This design comes from an exercise in tuning for small area, a short achievable clock period and few clock cycles per item on the open sky130 flow, not from production work.
Where RTL was checked, it was by simulation tests only, not by an equivalence proof against the original.
No activity file was given, so power comes from the tool's default toggle rates.

// fetch_top
module fetch_top (
    input  logic  clk_in,
    input  logic  br_reset,
    input  logic  stall,
    input  logic  redirect_valid,
    input  logic [31:0] redirect_pc,
    output logic  out_valid,
    output logic [31:0] out_ins,
    output logic [31:0] out_pc,
    output logic [31:0] out_pred_pc,
    input  logic  upd_valid,
    input  logic [31:0] upd_pc,
    input  logic  upd_taken,
    output logic  mem_req,
    output logic [31:0] mem_addr,
    input  logic  mem_ack,
    input  logic [31:0] mem_data
);
Settings: LEC_CHECK=0, ABC_AREA=1, ABC_CLOCK_PERIOD_IN_PS=3000, CAP_MARGIN=20, CORE_MARGIN=8, CORE_UTILIZATION=40, CTS_BUF_LIST=sky130_fd_sc_hd__clkbuf_4 sky130_fd_sc_hd__clkbuf_8, CTS_CLUSTER_SIZE=30, GPL_ROUTABILITY_DRIVEN=0, SETUP_SLACK_MARGIN=3.4, SLEW_MARGIN=20, SYNTH_HIERARCHICAL=1, SYNTH_MINIMUM_KEEP_SIZE=0; clock period 6.0 ns.
standard.sh (not shown) runs the stock make flow with config.mk's settings and CLKGATE_MAP_FILE= SYNTH_SCRIPT=/design/flow/synth_recipe.tcl, a recipe that flattens the netlist after the stock synthesis.
==> flow/flow/run.sh <==
#!/bin/bash
# The standard layout, with the ports buffered by the smallest buffer
# instead of the flow's default pick; repair still resizes them as needed.
set -euo pipefail
export BUFFER_PORTS_ARGS="-buffer_cell sky130_fd_sc_hd__buf_1"
export REMOVE_ABC_BUFFERS=1
bash standard.sh > standard.log 2>&1
Testbench counts at the start, summed over its fixed seeds: cycles 51,127, items 14,446.
Then changed:
- CORE_UTILIZATION: 40 -> 55
- GPL_ROUTABILITY_DRIVEN: 0 -> default
Final cell count fell by a few percent.
Fmax fell slightly.
Clock-buffer cell count does not change.
Synthesized area stays the same.
Global-route usage increases by 5.1 points.
Setup slack loses 0.030 ns.
Power increases slightly.
First-iteration DRC count rises by a few percent.
Then changed:
- CORE_UTILIZATION: 55 -> 40
- SETUP_SLACK_MARGIN: 3.4 -> 3.5
The changed run produced a clean layout.
Cell area increases by a few percent.
Clock skew climbs by 0.0044 ns.
Fmax grows by a few percent.
Die area is higher by a quarter to a third.
Worst hold slack gets worse by 0.011 ns.
Combinational power went up by a little under a tenth.
Sequential power stays flat.
Then changed:
==> flow/flow/run.sh (replaced) <==
#!/bin/bash
# The standard layout (standard.sh), with two changes to how it is made:
# the ports are buffered by the smallest buffer instead of the flow's default
# pick (repair still resizes them as needed), and the buffers that synthesis
# inserted are removed at floorplan so that repair places its own.
set -euo pipefail
export BUFFER_PORTS_ARGS="-buffer_cell sky130_fd_sc_hd__buf_1"
export REMOVE_ABC_BUFFERS=1
bash standard.sh > standard.log 2>&1
- SETUP_SLACK_MARGIN: 3.5 -> 3.4
Via count drops by 0.41%.
Hold slack improves by 0.0081 ns.
Synthesized area stays the same.
Setup slack degrades by 0.065 ns.
Cell area decreases by 2.6%.
Then changed:
==> flow/flow/run.sh (replaced) <==
#!/bin/bash
# The standard layout, with the ports buffered by the smallest buffer
# instead of the flow's default pick; repair still resizes them as needed.
set -euo pipefail
export BUFFER_PORTS_ARGS="-buffer_cell sky130_fd_sc_hd__buf_1"
bash standard.sh > standard.log 2>&1
- ABC_AREA: 1 -> default
- CTS_BUF_LIST: sky130_fd_sc_hd__clkbuf_4 sky130_fd_sc_hd__clkbuf_8 -> sky130_fd_sc_hd__clkbuf_8
- CTS_CLUSTER_DIAMETER: default -> 100
- CTS_CLUSTER_SIZE: 30 -> 40
- SETUP_SLACK_MARGIN: 3.4 -> 3.0
After rerunning: Worst hold slack gets better by 0.044 ns. Combinational power grows by about 13%. Die area came out lower by 1.8%. First-iteration DRC count goes down by 51%. Clock skew climbs by 0.0081 ns. Core utilization is higher by 0.58 points. Sequential power is higher by about 6%. Worst setup slack degrades by 0.63 ns. Flip-flop and latch count does not change. Cell area shrinks by 1.6%.

* * *

## wip/xenon
Another version of the RTL of fetch_top (not shown whole).
Size in the first run: about 230 I/O pins, ~8400 µm² of cells after synthesis.
==> flow/config.mk <==
export PLATFORM = sky130hd
export DESIGN_NAME = fetch_top
export DESIGN_NICKNAME = fetch_top
export VERILOG_FILES = /design/flow/design.v
export SDC_FILE = /design/flow/constraint.sdc
export NUM_CORES = 4
export LEC_CHECK = 0
export ABC_AREA = 1
export ABC_CLOCK_PERIOD_IN_PS = 3000
export CAP_MARGIN = 20
export CORE_MARGIN = 8
export CORE_UTILIZATION = 40
export CTS_BUF_LIST = sky130_fd_sc_hd__clkbuf_4 sky130_fd_sc_hd__clkbuf_8
export CTS_CLUSTER_SIZE = 30
export SETUP_SLACK_MARGIN = 3.6
export SLEW_MARGIN = 20
export SYNTH_HIERARCHICAL = 1
export SYNTH_MINIMUM_KEEP_SIZE = 0
==> flow/constraint.sdc <==
create_clock -name core_clock -period 6.0 [get_ports {clk_in}]
set_input_delay 1.2000 -clock core_clock [delete_from_list [all_inputs] [get_ports {clk_in}]]
set_output_delay 1.2000 -clock core_clock [all_outputs]
set_load 0.01 [all_outputs]
==> flow/flow/run.sh <==
#!/bin/bash
# The standard layout, with the ports buffered by the smallest buffer
# instead of the flow's default pick; repair still resizes them as needed.
set -euo pipefail
export BUFFER_PORTS_ARGS="-buffer_cell sky130_fd_sc_hd__buf_1"
bash standard.sh > standard.log 2>&1
Testbench counts of wip/xenon, summed over its fixed seeds: cycles 51,127, items 14,446.
### wip/xenon -> wip/tundra
Settings: a change of SETUP_SLACK_MARGIN from 3.6 to 3.4; a change of CORE_UTILIZATION from 40 to 55.
--- outcome ---
wip/tundra closes out successfully: all stages finished, all timing, DRC and antenna checks passed. Summary of wip/tundra over wip/xenon: clock transition time at the flip-flop clock pins of the worst setup and hold paths held steady, global-route usage grew by 4.5 points. Per the comparison of wip/tundra with wip/xenon, part of the power in the clock network rose 0.2 points, net count reported at finish fell about 2%.
--- input diff wip/tundra..wip/violet ---
Settings: CORE_UTILIZATION: 55 -> 40.
==> flow/flow/run.sh <==
#!/bin/bash
# The standard layout (standard.sh), with the ports buffered by the smallest
# buffer instead of the flow's default pick; repair still resizes them as
# needed.
set -euo pipefail
export BUFFER_PORTS_ARGS="-buffer_cell sky130_fd_sc_hd__buf_1"
bash standard.sh > standard.log 2>&1
## What came out
Of wip/violet and wip/tundra, the lower count of TritonRoute iterations in the first routing pass belongs to wip/tundra. For the non-filler instance count after layout, wip/violet came in 85 higher than wip/tundra did. Worst setup slack in wip/violet is 37 ps higher than in wip/tundra. Core utilization: wip/violet lower than wip/tundra. Delta(register share of total power, wip/violet - wip/tundra) < 0. On area of all sequential standard cells, wip/violet and wip/tundra are neck and neck. Delta(clock network fraction of total power, wip/violet - wip/tundra) > 0. Sequential share of layout area: higher on wip/tundra.

* * *

The RTL this note starts from:
==> flow/design.v <==
`timescale 1ns/100ps
`default_nettype none
module fetch_top (
    input  logic  clk_in,
    input  logic  br_reset,
    input  logic  stall,
    input  logic  redirect_valid,
    input  logic [31:0] redirect_pc,
    output logic  out_valid,
    output logic [31:0] out_ins,
    output logic [31:0] out_pc,
    output logic [31:0] out_pred_pc,
    input  logic  upd_valid,
    input  logic [31:0] upd_pc,
    input  logic  upd_taken,
    output logic  mem_req,
    output logic [31:0] mem_addr,
    input  logic  mem_ack,
    input  logic [31:0] mem_data
);
    localparam logic [6:0] OP_JAL    = 7'b1101111;
    localparam logic [6:0] OP_BRANCH = 7'b1100011;
    logic [1:0]  ctr_q [16];
    logic [31:2] addr_q;      
    logic [31:2] np_q;        
    logic        stale_q;     
    logic        discard;
    logic        deliver;
    assign mem_addr    = {addr_q, 2'b00};
    assign out_pc      = {addr_q, 2'b00};
    assign out_pred_pc = {np_q, 2'b00};
    assign discard = mem_req && mem_ack && (stale_q || redirect_valid);
    assign deliver = mem_req && mem_ack && !stale_q && !redirect_valid && !stall;
    logic        is_jal, is_br, taken;
    logic [18:0] t_lo;
    logic        t_c;
    logic [10:0] hi_inc, hi_dec;
    logic [29:0] seq_pc;
    assign is_jal = (mem_data[6:0] == OP_JAL);
    assign is_br  = (mem_data[6:0] == OP_BRANCH);
    assign taken  = is_jal || (is_br && ctr_q[addr_q[5:2]][1]);
    tgt_add tgt_add_i (.a(addr_q[20:2]), .ins(mem_data), .s(t_lo), .co(t_c));
    incdec #(.N(11)) hi_id (.x(addr_q[31:21]), .inc(hi_inc), .dec(hi_dec));
    inc #(.N(30)) seq_i (.x(addr_q[31:2]), .y(seq_pc));
    logic [29:0] np_hold;     
    logic        take;        
    logic [10:0] hi_c1, hi_c0;
    logic [10:0] np_hi_c1, np_hi_c0;
    logic [29:0] np_d;
    always_comb begin
        if (br_reset) begin
            np_hold = '0;
        end else if (mem_req && redirect_valid) begin
            np_hold = redirect_pc[31:2];
        end else if (deliver) begin
            np_hold = seq_pc;
        end else begin
            np_hold = np_q;
        end
    end
    assign take  = deliver && taken && !br_reset;
    assign hi_c1 = mem_data[31] ? addr_q[31:21] : hi_inc;
    assign hi_c0 = mem_data[31] ? hi_dec : addr_q[31:21];
    assign np_hi_c1 = take ? hi_c1 : np_hold[29:19];
    assign np_hi_c0 = take ? hi_c0 : np_hold[29:19];
    sel2 #(.N(19)) lo_sel (.s(take), .a(t_lo), .b(np_hold[18:0]), .y(np_d[18:0]));
    sel2 #(.N(11)) hi_sel (.s(t_c), .a(np_hi_c1), .b(np_hi_c0), .y(np_d[29:19]));
    always_ff @(posedge clk_in) begin
        if (br_reset) begin
            mem_req   <= 1'b0;
            out_valid <= 1'b0;
            stale_q   <= 1'b0;
        end else begin
            out_valid <= deliver;
            if (!mem_req) begin
                mem_req <= 1'b1;
                stale_q <= 1'b0;
                addr_q  <= redirect_valid ? redirect_pc[31:2] : np_q;
            end else begin
                if (redirect_valid) begin
                    stale_q <= 1'b1;
                end
                if (discard) begin
                    mem_req <= 1'b0;
                end
                if (deliver) begin
                    mem_req <= 1'b0;
                end
            end
        end
    end
    always_ff @(posedge clk_in) begin
        np_q <= np_d;
    end
    always_ff @(posedge clk_in) begin
        out_ins <= mem_data;
    end
    for (genvar i = 0; i < 16; i++) begin : ctr_
        logic [1:0] c;
        logic [1:0] c_next;
        assign c = ctr_q[i];
        assign c_next = upd_taken ? {c[1] | c[0], c[1] | !c[0]}
                                  : {c[1] & c[0], c[1] & !c[0]};
        always_ff @(posedge clk_in) begin
            if (br_reset) begin
                ctr_q[i] <= 2'b01;
            end else if (upd_valid && upd_pc[5:2] == i) begin
                ctr_q[i] <= c_next;
            end
        end
    end
endmodule
module tgt_add (
    input  logic [18:0] a,
    input  logic [31:0] ins,
    output logic [18:0] s,
    output logic        co
);
    logic [18:0] b;
    assign b = ins[2] ? {ins[31], ins[19:12], ins[20], ins[30:22]}
                      : {{9{ins[31]}}, ins[7], ins[30:25], ins[11:9]};
    ks_add #(.N(19)) add_i (.a(a), .b(b), .s(s), .co(co));
endmodule
module ks_add #(
    parameter int N = 8
) (
    input  logic [N-1:0] a,
    input  logic [N-1:0] b,
    output logic [N-1:0] s,
    output logic         co
);
    localparam int L = (N > 16) ? 5 : (N > 8) ? 4 : (N > 4) ? 3 : (N > 2) ? 2 : 1;
    logic [N-1:0] g [L+1];
    logic [N-1:0] p [L+1];
    logic [N-1:0] x;
    assign x    = a ^ b;
    assign g[0] = a & b;
    assign p[0] = x;
    for (genvar l = 0; l < L; l++) begin : lvl
        for (genvar i = 0; i < N; i++) begin : bit_
            if (i >= (1 << l)) begin : comb
                assign g[l+1][i] = g[l][i] | (p[l][i] & g[l][i-(1<<l)]);
                assign p[l+1][i] = p[l][i] & p[l][i-(1<<l)];
            end else begin : pass
                assign g[l+1][i] = g[l][i];
                assign p[l+1][i] = p[l][i];
            end
        end
    end
    assign s  = x ^ {g[L][N-2:0], 1'b0};
    assign co = g[L][N-1];
endmodule
module incdec #(
    parameter int N = 8
) (
    input  logic [N-1:0] x,
    output logic [N-1:0] inc,
    output logic [N-1:0] dec
);
    assign inc = x + 1'b1;
    assign dec = x - 1'b1;
endmodule
module inc #(
    parameter int N = 8
) (
    input  logic [N-1:0] x,
    output logic [N-1:0] y
);
    assign y = x + 1'b1;
endmodule
module sel2 #(
    parameter int N = 8
) (
    input  logic         s,
    input  logic [N-1:0] a,
    input  logic [N-1:0] b,
    output logic [N-1:0] y
);
    assign y = s ? a : b;
endmodule
`default_nettype wire
Settings: LEC_CHECK=0, ABC_CLOCK_PERIOD_IN_PS=3000, CAP_MARGIN=20, CORE_MARGIN=8, CORE_UTILIZATION=65, CTS_BUF_LIST=sky130_fd_sc_hd__clkbuf_4 sky130_fd_sc_hd__clkbuf_8, CTS_CLUSTER_SIZE=30, SETUP_SLACK_MARGIN=3.0, SLEW_MARGIN=20, SYNTH_HIERARCHICAL=1, SYNTH_MINIMUM_KEEP_SIZE=0; clock period 6.0 ns.
==> flow/flow/run.sh <==
#!/bin/bash
# The standard layout, with the ports buffered by the smallest buffer
# instead of the flow's default pick; repair still resizes them as needed.
set -euo pipefail
export BUFFER_PORTS_ARGS="-buffer_cell sky130_fd_sc_hd__buf_1"
bash standard.sh > standard.log 2>&1
Testbench counts at the start, summed over its fixed seeds: cycles 50,559, items 14,446.
Then changed:
--- a/flow/flow/run.sh
+++ b/flow/flow/run.sh
@@ -5,0 +6 @@
+export RECOVER_POWER=100
--- a/flow/config.mk
+++ b/flow/config.mk
@@ -11 +11 @@
-export CORE_UTILIZATION = 65
+export CORE_UTILIZATION = 40
What happened:
- Now the flow finished with capacitance limit, slew limit left
- final area is about the same
- global-route usage fell by 9.8 points
- total power fell by a few percent
- via count fell by a few percent
- sequential share of layout area stays flat
- clock skew rose by 0.0041 ns

* * *

v51:
Another version of the RTL of fetch_top (not shown whole).
Size: ~1000 cells after synthesis, about 9600 sq um of cells after synthesis.
export LEC_CHECK = 0
export ABC_CLOCK_PERIOD_IN_PS = 3000
export CAP_MARGIN = 20
export CORE_MARGIN = 8
export CORE_UTILIZATION = 40
export CTS_BUF_LIST = sky130_fd_sc_hd__clkbuf_4 sky130_fd_sc_hd__clkbuf_8
export CTS_CLUSTER_SIZE = 30
export SETUP_SLACK_MARGIN = 3.5
export SLEW_MARGIN = 20
export SYNTH_HIERARCHICAL = 1
export SYNTH_MINIMUM_KEEP_SIZE = 0
create_clock -name core_clock -period 6.0 [get_ports {clk_in}]
==> flow/flow/run.sh <==
#!/bin/bash
# The standard layout, with the ports buffered by the smallest buffer
# instead of the flow's default pick; repair still resizes them as needed.
set -euo pipefail
export BUFFER_PORTS_ARGS="-buffer_cell sky130_fd_sc_hd__buf_1"
bash standard.sh > standard.log 2>&1
Here is what was changed in the inputs of v57 compared with v51.
diff --git a/flow/config.mk b/flow/config.mk
--- a/flow/config.mk
+++ b/flow/config.mk
@@ -14 +14 @@
-export SETUP_SLACK_MARGIN = 3.5
+export SETUP_SLACK_MARGIN = 3.0
--- outcome ---
Power consumption, v57 vs v51: up by a few percent. Compared with v51, in v57 largest fanout on the critical path up 24; power dissipated in the clock network up 12%; final routed wire length divided by cell count down 0.94 microns; final routed wirelength across all metal layers down about 7%; initial antenna violation count down 1. The worst stage delay on the critical path of v57 exceeds that of v51 by 0.05 ns. Against v51, first-pass GRT wire length in v57 came out better.
## Diff of input files: v14 against v57
diff --git a/flow/config.mk b/flow/config.mk
--- a/flow/config.mk
+++ b/flow/config.mk
@@ -14 +14 @@
-export SETUP_SLACK_MARGIN = 3.0
+export SETUP_SLACK_MARGIN = 3.5
@@ -17,0 +18 @@
+export TNS_END_PERCENT = 10
[summary]
v57 | stages: all done | timing, DRC, antenna: all pass
v14 | stages: all done | timing, DRC, antenna: all pass
v14 leaves more setup margin than v57.
Proportion of power drawn by the clock network across v14 and v57: no real change.
The final critical path time including I/O delays and setup of v14 was superior to that of v57.
Total power: v14 above v57
No run of this note included a check of the RTL's function; only the layout flow was run.

* * *

fetch_top with an RTL version that a note above also has.
For scale: roughly 130 flip-flops, about 230 I/O pins, ~0.0085 mm2 of cells after synthesis.
export LEC_CHECK = 0
export ABC_AREA = 1
export ABC_CLOCK_PERIOD_IN_PS = 3000
export CAP_MARGIN = 20
export CORE_MARGIN = 8
export CORE_UTILIZATION = 40
export CTS_BUF_LIST = sky130_fd_sc_hd__clkbuf_4 sky130_fd_sc_hd__clkbuf_8
export CTS_CLUSTER_SIZE = 30
export SETUP_SLACK_MARGIN = 3.4
export SLEW_MARGIN = 20
export SYNTH_HIERARCHICAL = 1
export SYNTH_MINIMUM_KEEP_SIZE = 0
create_clock -name core_clock -period 6.0 [get_ports {clk_in}]
Scripts as last shown in full above: flow/flow/run.sh
Testbench counts at the start, summed over its fixed seeds: cycles 51,127, items 14,446.
Then changed:
--- a/flow/flow/run.sh
+++ b/flow/flow/run.sh
@@ -4,3 +4,4 @@
 set -euo pipefail
 export BUFFER_PORTS_ARGS="-buffer_cell sky130_fd_sc_hd__buf_1"
+export REMOVE_ABC_BUFFERS=1
 bash standard.sh > standard.log 2>&1
SETUP_SLACK_MARGIN = 3.7   (was 3.4)
After rerunning: Flip-flop and latch count does not change. Final area grows by 9.4%. Critical path depth is lower by 1. Clock-buffer cell count went up by 1. Global-route usage rises by 0.97 points. Power climbs by 2.5%. Die area is unchanged. Worst setup slack is better by 0.026 ns. Sequential power stays flat. Clock power decreases by about 9%. Routed wire length increases by 7.0%.
Then changed:
SETUP_SLACK_MARGIN = 3.3   (was 3.7)
The new run completed without violations. Setup slack is worse by 0.097 ns. Final area went down by about 10%. Sequential share of layout area increases by 1.8 points. Total power came out lower by about 6%.
Then changed:
SETUP_SLACK_MARGIN = 3.4   (was 3.3)
=> Core utilization climbs by 1.3 points; final cell count climbs slightly; sequential share of layout area drops by 0.60 points; die area stays the same; via count climbs slightly; combinational power climbs by a few percent; worst setup slack improved by 0.066 ns; first-iteration DRC count climbs by a few percent; hold slack hardly moves; global-route usage climbs by 0.16 points.

re-timing with driven ports:
The results above use ideal ports. As a check the final layouts listed here were re-extracted and re-timed, cells and wires unchanged.
Step 1 sets driving cells, clkbuf_16 on the clock port and buf_2 on the other inputs (assumed; they add their load-dependent delay and slew).
Step 2 adds t to the input delays and takes it off the output delays; t is the mean of the earliest and latest rising clock arrival at the registers after step 1. Input paths then give back, and output paths get back, about the clock's delay inside the block.
Slacks: no drivers / after step 1 / after step 2; pairs: no drivers / after step 1.
run	t, ns	setup WS [ns]	hold slack, ns	slew at the worst register clock pin (ns)	worst slew at a driven data input, ns
the first run of note 1	0.508	3.490 / 3.460 / 2.952	0.462 / 0.462 / 0.462	0.09 / 0.09	0.17
the second run of note 1	0.495	3.460 / 3.474 / 2.979	0.462 / 0.462 / 0.462	0.09 / 0.09	0.06
the third run of note 1	0.499	3.543 / 3.424 / 2.925	0.451 / 0.451 / 0.451	0.09 / 0.09	0.20
the fourth run of note 1	0.503	3.478 / 3.383 / 2.880	0.460 / 0.460 / 0.460	0.09 / 0.09	0.17
the fifth run of note 1	0.485	2.851 / 2.861 / 2.376	0.504 / 0.504 / 0.504	0.09 / 0.09	0.04
wip/xenon	0.485	3.576 / 3.444 / 2.958	0.461 / 0.461 / 0.461	0.09 / 0.09	0.18
wip/tundra	0.502	3.462 / 3.393 / 2.891	0.461 / 0.461 / 0.461	0.08 / 0.08	0.17
wip/violet	0.483	3.499 / 3.367 / 2.884	0.461 / 0.461 / 0.461	0.08 / 0.08	0.21
the first run of note 3	0.481	2.839 / 2.834 / 2.353	0.503 / 0.503 / 0.503	0.08 / 0.08	0.06
the second run of note 3	0.498	1.672 / 1.675 / 1.177	0.507 / 0.507 / 0.507	0.09 / 0.09	0.05
v51	0.500	3.133 / 3.124 / 2.624	0.477 / 0.477 / 0.477	0.09 / 0.09	0.08
v57	0.485	3.028 / 3.043 / 2.558	0.473 / 0.473 / 0.473	0.09 / 0.09	0.07
v14	0.490	3.135 / 3.100 / 2.640	0.474 / 0.474 / 0.474	0.09 / 0.09	0.07
the first run of note 5	0.484	3.483 / 3.383 / 2.899	0.468 / 0.468 / 0.468	0.09 / 0.09	0.15
the second run of note 5	0.502	3.508 / 3.449 / 2.947	0.453 / 0.453 / 0.453	0.09 / 0.09	0.20
the third run of note 5	0.498	3.412 / 3.425 / 2.927	0.459 / 0.459 / 0.459	0.09 / 0.09	0.06
the fourth run of note 5	0.503	3.478 / 3.383 / 2.880	0.460 / 0.460 / 0.460	0.09 / 0.09	0.17
